Source: an optimization exercise on an open RTL-to-GDS flow (aim: small area, a short achievable clock period and few clock cycles per item). Production flows keep margins and buffers that such runs may drop. The RTL was checked by simulation tests, not by an equivalence proof against the original design. Power is estimated from default activity; no workload was simulated.

Setup of north:
==> flow/design.v (excerpt) <==
module rv_alu_top (
  input  logic              clk_i,
  input  logic              rst_n,
  input  logic              instr_valid,
  input  logic [31:0]       instr,
  output logic              instr_ready,
  output logic              wb_valid,
  output logic [36:0]       wb,            
  input  logic              wb_ready
);
Size: about 4,400 cells after synthesis, roughly 75 I/O pins.
Settings: LEC_CHECK=0, CAP_MARGIN=20, CELL_PAD_IN_SITES_DETAIL_PLACEMENT=1, CELL_PAD_IN_SITES_GLOBAL_PLACEMENT=1, CORE_MARGIN=2, CORE_UTILIZATION=40, CTS_CLUSTER_DIAMETER=100, CTS_CLUSTER_SIZE=25, PLACE_DENSITY=0.5, SETUP_SLACK_MARGIN=5, SLEW_MARGIN=20; clock period 8.5 ns.
run.sh (not shown) runs the stock make flow with config.mk's settings and CLKGATE_MAP_FILE= SYNTH_SCRIPT=/design/flow/synth_recipe.tcl, a recipe that flattens the netlist after the stock synthesis.
Testbench counts of north, summed over its fixed seeds: cycles 16,024, items 16,000.
## Diff of input files: south against north
Settings: SETUP_SLACK_MARGIN removed (was 5).
==> flow/flow/run.sh (new file) <==
#!/bin/bash
# The standard layout, with
#  - met1 derated more in global routing (flow/fastroute.tcl).
set -uo pipefail
bash standard.sh SETUP_SLACK_MARGIN=5.3 FASTROUTE_TCL="$PWD/flow/fastroute.tcl" finish > run_standard.log 2>&1
==> flow/flow/fastroute.tcl (new file) <==
# Global routing layers as the platform sets them, but with met1 derated
# harder: sky130hd's flip-flops block most of met1 across the cell, so guides
# on met1 are what the detailed router fights with.
set_global_routing_layer_adjustment met1 0.6
set_global_routing_layer_adjustment met2-met5 0.2
set_routing_layers -clock met3-met5
set_routing_layers -signal met1-met5
==> flow/standard.sh (new file) <==
#!/bin/bash
# synth_recipe.tcl (not shown) runs the flow's synth.tcl, then flattens the netlist and writes it again
# the make line also repeats each setting of config.mk as NAME=value (left out here)
make -C /OpenROAD-flow-scripts/flow DESIGN_CONFIG=/design/flow/config.mk WORK_HOME=/design/flow/orfs CLKGATE_MAP_FILE= SYNTH_SCRIPT=/design/flow/synth_recipe.tcl "${@:-finish}"
removed: flow/run.sh
==> results.txt <==
south: full flow OK, the timing, DRC and antenna checks passed. Compared with north, south shows a lower arrival time at the worst endpoint. south: number of clock buffers in the layout about 3% above north. Half-perimeter wire length after detailed placement on south is behind north. Post-route worst setup slack on south is up relative to north. Lower global-route usage over all layers among north and south: north. south vs north — post-detailed-routing wire length climbed by a few percent. Per the comparison of south with north, cell area up 4.8%; number of buffer and inverter stages on the critical path now smaller. For the share of power burned in the clock network, south came in 2.1 points lower than north did. north has a higher total power than south.

* * *

Setup of job 4616:
The RTL this note starts from:
==> flow/design.v <==
`default_nettype none
package rv_alu_pkg;
  localparam logic [6:0] OPC_OP     = 7'b0110011;       
  localparam logic [6:0] OPC_OP_IMM = 7'b0010011;       
endpackage
`default_nettype wire
`timescale 1ns/1ns
`default_nettype none
module rv_alu_top (
  input  logic              clk_i,
  input  logic              rst_n,
  input  logic              instr_valid,
  input  logic [31:0]       instr,
  output logic              instr_ready,
  output logic              wb_valid,
  output logic [36:0]       wb,            
  input  logic              wb_ready
);
  logic        d_v;
  logic [31:7] d_ins;
  logic        d_imm;
  logic        e_v;
  logic [4:0]  e_rd;
  logic [31:0] e_a;
  logic [31:0] e_b;          
  logic        e_sub;        
  logic        e_sgn;        
  logic        e_sel_sll;    
  logic        e_sel_sr;     
  logic        e_arith;      
  logic        e_sel_add;
  logic        e_sel_lt;
  logic        e_sel_xor;
  logic        e_sel_or;
  logic        e_sel_and;
  logic [4:0]  e_shl;        
  logic [4:0]  e_shr_n;      
  logic        s_v;          
  logic        w_v;          
  logic [4:0]  w_rd;
  logic [31:1] w_we;         
  logic [31:0] w_val;
  logic [3:0]  d_r1h;        
  logic [7:0]  d_r1l;        
  logic [3:0]  d_r2h;        
  logic [7:0]  d_r2l;
  logic        q_v;          
  logic [31:7] q_ins;
  logic        q_imm;
  logic [31:1][31:0] rf;
  logic [31:1]       rf_v;
  logic out_free;
  logic go;                  
  logic d_free;              
  logic take;                
  logic acc;
  assign out_free    = ~wb_valid | wb_ready;
  assign go          = out_free | (~s_v & ~e_v);
  assign d_free      = ~d_v | go;
  assign instr_ready = ~q_v;
  assign acc         = instr_valid & ~q_v;
  logic in_alu;
  assign in_alu = (instr[6:0] == rv_alu_pkg::OPC_OP) || (instr[6:0] == rv_alu_pkg::OPC_OP_IMM);
  assign take   = acc & in_alu & (instr[11:7] != 5'd0);
  always_ff @(posedge clk_i or negedge rst_n) begin
    if (!rst_n) begin
      d_v <= 1'b0;
      q_v <= 1'b0;
    end else begin
      if (d_free) begin
        d_v <= q_v | take;
      end
      q_v <= q_v ? ~d_free : (take & ~d_free);
    end
  end
  logic [31:7] d_src;
  assign d_src = q_v ? q_ins : instr[31:7];
  always_ff @(posedge clk_i) begin
    if (d_free) begin
      d_ins <= d_src;
      d_imm <= q_v ? q_imm : ~instr[5];
      for (int i = 0; i < 4; i++) begin
        d_r1h[i] <= d_src[19:18] == 2'(i);
        d_r2h[i] <= d_src[24:23] == 2'(i);
      end
      for (int i = 0; i < 8; i++) begin
        d_r1l[i] <= d_src[17:15] == 3'(i);
        d_r2l[i] <= d_src[22:20] == 3'(i);
      end
    end
    if (!q_v) begin
      q_ins <= instr[31:7];
      q_imm <= ~instr[5];
    end
  end
  logic [2:0]  f3;
  logic [4:0]  rs1;
  logic [4:0]  rs2;
  logic [31:0] imm;
  assign f3  = d_ins[14:12];
  assign rs1 = d_ins[19:15];
  assign rs2 = d_ins[24:20];
  assign imm = {{20{d_ins[31]}}, d_ins[31:20]};
  logic [31:1] sel_a;
  logic [31:1] sel_b;
  logic        sel_aw;
  logic        sel_bw;
  logic [31:0] ra;
  logic [31:0] rb;
  always_comb begin
    for (int j = 1; j < 32; j++) begin
      sel_a[j] = d_r1h[j / 8] & d_r1l[j % 8] & rf_v[j] & ~w_we[j];
      sel_b[j] = d_r2h[j / 8] & d_r2l[j % 8] & rf_v[j] & ~w_we[j];
    end
    sel_aw = w_v && w_rd == rs1;
    sel_bw = w_v && w_rd == rs2;
    ra = {32{sel_aw}} & w_val;
    rb = {32{sel_bw}} & w_val;
    for (int j = 1; j < 32; j++) begin
      ra = ra | ({32{sel_a[j]}} & rf[j]);
      rb = rb | ({32{sel_b[j]}} & rf[j]);
    end
  end
  logic        sub_nx;
  assign sub_nx = (f3 == 3'b000 && !d_imm && d_ins[30]) || f3 == 3'b010 || f3 == 3'b011;
  logic [31:0] res;
  logic [31:0] a_nx;
  logic [31:0] b_nx;
  assign a_nx = (e_v && e_rd == rs1) ? res : ra;
  assign b_nx = d_imm ? imm : ((e_v && e_rd == rs2) ? res : rb);
  always_ff @(posedge clk_i or negedge rst_n) begin
    if (!rst_n) begin
      e_v <= 1'b0;
    end else begin
      e_v <= d_v & go;
    end
  end
  always_ff @(posedge clk_i) begin
    e_rd      <= d_ins[11:7];
    e_a       <= a_nx;
    e_b       <= b_nx ^ {32{sub_nx}};            
    e_shl     <= b_nx[4:0];
    e_shr_n   <= ~b_nx[4:0];
    e_sub     <= sub_nx;
    e_sgn     <= (f3 == 3'b010);
    e_arith   <= (f3 == 3'b101) && d_ins[30];
    e_sel_add <= (f3 == 3'b000);
    e_sel_lt  <= (f3 == 3'b010) || (f3 == 3'b011);
    e_sel_sll <= (f3 == 3'b001);
    e_sel_sr  <= (f3 == 3'b101);
    e_sel_xor <= (f3 == 3'b100);
    e_sel_or  <= (f3 == 3'b110);
    e_sel_and <= (f3 == 3'b111);
  end
  logic [33:0] sum;
  logic        ext_a;
  logic        ext_b;
  assign ext_a = e_sgn & e_a[31];
  assign ext_b = ~e_sgn | e_b[31];
  assign sum   = {ext_a, e_a, 1'b1} + {ext_b, e_b, e_sub};
  logic [31:0] sh_l;
  logic [32:0] sh_r;
  assign sh_l = e_a << e_shl;
  assign sh_r = $signed({e_arith & e_a[31], e_a}) >>> ~e_shr_n;
  assign res = ({32{e_sel_add}} & sum[32:1])
             | ({32{e_sel_sll}} & sh_l)
             | ({32{e_sel_sr}}  & sh_r[31:0])
             | ({32{e_sel_xor}} & (e_a ^ e_b))
             | ({32{e_sel_or}}  & (e_a | e_b))
             | ({32{e_sel_and}} & (e_a & e_b))
             | {31'd0, e_sel_lt & sum[33]};
  always_ff @(posedge clk_i or negedge rst_n) begin
    if (!rst_n) begin
      w_v <= 1'b0;
    end else begin
      w_v <= e_v;
    end
  end
  always_ff @(posedge clk_i) begin
    if (e_v) begin                       
      w_rd  <= e_rd;
      w_val <= res;
    end
    for (int j = 1; j < 32; j++) begin
      w_we[j] <= e_v && e_rd == 5'(j);
    end
  end
  always_ff @(posedge clk_i or negedge rst_n) begin
    if (!rst_n) begin
      rf_v <= '0;
    end else begin
      rf_v <= rf_v | w_we;
    end
  end
  for (genvar j = 1; j < 32; j++) begin : g_rf
    always_ff @(posedge clk_i) begin
      if (w_we[j]) begin
        rf[j] <= w_val;
      end
    end
  end
  always_ff @(posedge clk_i or negedge rst_n) begin
    if (!rst_n) begin
      wb_valid <= 1'b0;
      s_v      <= 1'b0;
    end else begin
      wb_valid <= s_v | e_v | ~out_free;
      s_v      <= ~out_free & (s_v | e_v);
    end
  end
  always_ff @(posedge clk_i) begin
    if (out_free) begin
      wb <= s_v ? {w_rd, w_val} : {e_rd, res};
    end
  end
endmodule
`default_nettype wire
clock: 8.5 ns
lec_check: 0
cap_margin: 20
cell_pad_in_sites_detail_placement: 1
cell_pad_in_sites_global_placement: 1
core_margin: 2
core_utilization: 40
cts_cluster_diameter: 100
cts_cluster_size: 25
place_density: 0.5
slew_margin: 20
standard.sh (not shown) runs the stock make flow with config.mk's settings and CLKGATE_MAP_FILE= SYNTH_SCRIPT=/design/flow/synth_recipe.tcl, a recipe that flattens the netlist after the stock synthesis.
==> flow/flow/run.sh <==
#!/bin/bash
# The standard layout, with
#  - met1 derated more in global routing (flow/fastroute.tcl).
set -uo pipefail
bash standard.sh SETUP_SLACK_MARGIN=5.3 FASTROUTE_TCL="$PWD/flow/fastroute.tcl" finish > run_standard.log 2>&1
==> flow/flow/fastroute.tcl <==
# Global routing layers as the platform sets them, but with met1 derated
# harder: sky130hd's flip-flops block most of met1 across the cell, so guides
# on met1 are what the detailed router fights with.
set_global_routing_layer_adjustment met1 0.6
set_global_routing_layer_adjustment met2-met5 0.2
set_routing_layers -clock met3-met5
set_routing_layers -signal met1-met5
Job 4616 went all the way through the flow, and no timing, DRC or antenna check failed.
Testbench counts of job 4616, summed over its fixed seeds: cycles 16,024, items 16,000.
> inputs changed (job 4616 -> job 3072)
- swapping 40 for 48 in CORE_UTILIZATION
- swapping 0.5 for 0.65 in PLACE_DENSITY
==> comparison <==
A start point of the critical path of d_r1l[4] is what job 4616 shows, while w_we[17] belongs to job 3072.
Via count of the first global-routing pass of job 3072 exceeds that of job 4616 by a few percent.
The lower final period demand of the worst path came out of job 4616.
For detail-routed via count per cell, dividing the value from job 3072 by the value from job 4616 gives 1.08.
For job 6062, these inputs were changed with respect to job 3072:
- CORE_UTILIZATION changed from 48 to 40
- PLACE_DENSITY changed from 0.65 to 0.5
==> flow/flow/run.sh <==
#!/bin/bash
# The standard layout, with
#  - met1 derated more in global routing (flow/fastroute.tcl).
set -uo pipefail
bash standard.sh SETUP_SLACK_MARGIN=5.5 FASTROUTE_TCL="$PWD/flow/fastroute.tcl" finish > run_standard.log 2>&1
==> comparison <==
The register-to-register path setup slack of job 6062 was superior to that of job 3072.
Taking job 3072 as the reference, in job 6062 total number of vias went up by 775; share of the clock period used by the worst path saw a decrease; number of tap instances increased by 305 relative to the old numbers.
Max wire length of the first global-routing pass across job 3072 and job 6062: job 6062
Worst stage delay on the critical path for job 6062 is higher than for job 3072.

* * *

## harbor
Another version of the RTL of rv_alu_top (not shown whole).
Size: about 4400 cells after synthesis, roughly 1300 flip-flops, ~75 I/O pins, about 59000 um2 of cells after synthesis.
==> flow/config.mk <==
export PLATFORM = sky130hd
export DESIGN_NAME = rv_alu_top
export DESIGN_NICKNAME = rv_alu_top
export VERILOG_FILES = /design/flow/design.v
export SDC_FILE = /design/flow/constraint.sdc
export NUM_CORES = 4
export LEC_CHECK = 0
export CAP_MARGIN = 20
export CELL_PAD_IN_SITES_DETAIL_PLACEMENT = 1
export CELL_PAD_IN_SITES_GLOBAL_PLACEMENT = 1
export CORE_MARGIN = 2
export CORE_UTILIZATION = 40
export CTS_CLUSTER_DIAMETER = 100
export CTS_CLUSTER_SIZE = 25
export PLACE_DENSITY = 0.5
export SETUP_SLACK_MARGIN = 5
export SLEW_MARGIN = 20
==> flow/constraint.sdc <==
create_clock -name core_clock -period 8.5 [get_ports {clk_i}]
set_input_delay 1.7000 -clock core_clock [delete_from_list [all_inputs] [get_ports {clk_i}]]
set_output_delay 1.7000 -clock core_clock [all_outputs]
set_load 0.01 [all_outputs]
run.sh (not shown) runs the stock make flow with config.mk's settings and CLKGATE_MAP_FILE= SYNTH_SCRIPT=/design/flow/synth_recipe.tcl, a recipe that flattens the netlist after the stock synthesis.
Stock flow here: none of the scripts above is used.
In summary, harbor completed successfully, with a layout that passed the timing, DRC and antenna checks.
Testbench counts of harbor, summed over its fixed seeds: cycles 16,024, items 16,000.
Modified inputs, xenon compared to harbor
Settings: putting TNS_END_PERCENT at 10 where nothing was set; clearing SETUP_SLACK_MARGIN, which used to be 5.
==> flow/flow/run.sh (new file) <==
#!/bin/bash
set -uo pipefail
bash standard.sh SETUP_SLACK_MARGIN=6 finish > run_standard.log 2>&1
==> flow/standard.sh (new file) <==
#!/bin/bash
# synth_recipe.tcl (not shown) runs the flow's synth.tcl, then flattens the netlist and writes it again
# the make line also repeats each setting of config.mk as NAME=value (left out here)
make -C /OpenROAD-flow-scripts/flow DESIGN_CONFIG=/design/flow/config.mk WORK_HOME=/design/flow/orfs CLKGATE_MAP_FILE= SYNTH_SCRIPT=/design/flow/synth_recipe.tcl "${@:-finish}"
removed: flow/run.sh
### Flow results
Compared xenon vs harbor, and required time reported for the critical path endpoint is up in xenon.
Register-to-register slack is higher on xenon
The sequential power was comparable across harbor and xenon.
Compared with harbor, in xenon total clock network power held, final-layout fill cell count lower, final critical-path setup slack went up by 0.070 ns.
Via count of the first global-routing pass grows by a few percent when moving from harbor to xenon.

* * *

Another version of the RTL of rv_alu_top (not shown whole).
For scale: about 4400 cells after synthesis, ~1300 flip-flops, about 75 I/O pins.
clock: 8.5 ns
lec_check: 0
cap_margin: 20
cell_pad_in_sites_detail_placement: 1
cell_pad_in_sites_global_placement: 1
core_margin: 2
core_utilization: 48
cts_cluster_diameter: 100
cts_cluster_size: 25
place_density: 0.65
slew_margin: 20
standard.sh (not shown) runs the stock make flow with config.mk's settings and CLKGATE_MAP_FILE= SYNTH_SCRIPT=/design/flow/synth_recipe.tcl, a recipe that flattens the netlist after the stock synthesis.
==> flow/flow/run.sh <==
#!/bin/bash
# The standard layout, with
#  - met1 derated more in global routing (flow/fastroute.tcl).
set -uo pipefail
bash standard.sh SETUP_SLACK_MARGIN=5.3 FASTROUTE_TCL="$PWD/flow/fastroute.tcl" finish > run_standard.log 2>&1
Scripts as last shown in full above: flow/flow/fastroute.tcl
The starting point finished with timing, DRC and antenna clean.
Testbench counts at the start, summed over its fixed seeds: cycles 16,024, items 16,000.
Change:
--- a/flow/config.mk
+++ b/flow/config.mk
@@ -12 +12 @@
-export CORE_UTILIZATION = 48
+export CORE_UTILIZATION = 40
@@ -15 +15 @@
-export PLACE_DENSITY = 0.65
+export PLACE_DENSITY = 0.5
Design area hardly moves.
Worst setup slack improved by 0.11 ns.
Global-route usage drops by 5.4 points.
Sequential power hardly moves.
Cell count climbs by about 5%.
Non-clock buffer count climbs by 4.
Via count drops by 1.4%.
Hold slack hardly moves.
Synthesized cell count is unchanged.
Die area climbs by 20%.
Clock power climbs by about 2%.

-- separate check: timing with driven ports --
The results above use ideal ports. As a check the final layouts listed here were re-extracted and re-timed, cells and wires unchanged. Step 1 assumes that a clkbuf_16 drives the clock port and a buf_2 every other input. Step 2 moves the port delays by t, midway between the first and last clock arrival at a register: inputs arrive t later, outputs are due t later. That takes back most of the time a late clock gives input paths. Three values: ideal ports, drivers, drivers and shift; two values: the first two.
| run | t, ns | setup slack, ns | worst setup path at the end |
|---|---|---|---|
| north | 0.792 | 4.899 / 4.899 / 4.430 | input to register |
| south | 0.832 | 5.228 / 5.228 / 4.656 | input to register |
| job 4616 | 0.834 | 5.295 / 5.210 / 4.720 | input to register |
| job 3072 | 0.827 | 5.215 / 5.215 / 4.759 | input to register |
| job 6062 | 0.838 | 5.304 / 5.266 / 4.854 | input to register |
| harbor | 0.824 | 4.878 / 4.878 / 4.878 | register to register |
| xenon | 0.843 | 4.947 / 4.947 / 4.947 | register to register |
| the first run of note 4 | 0.768 | 5.116 / 5.116 / 4.848 | input to register |
| the second run of note 4 | 0.798 | 5.229 / 5.166 / 4.759 | input to register |
After both steps every run listed still meets setup and hold. The setup slack of job 4616, which loses most, moves by -0.085 ns with the drivers and by -0.575 ns with both steps.
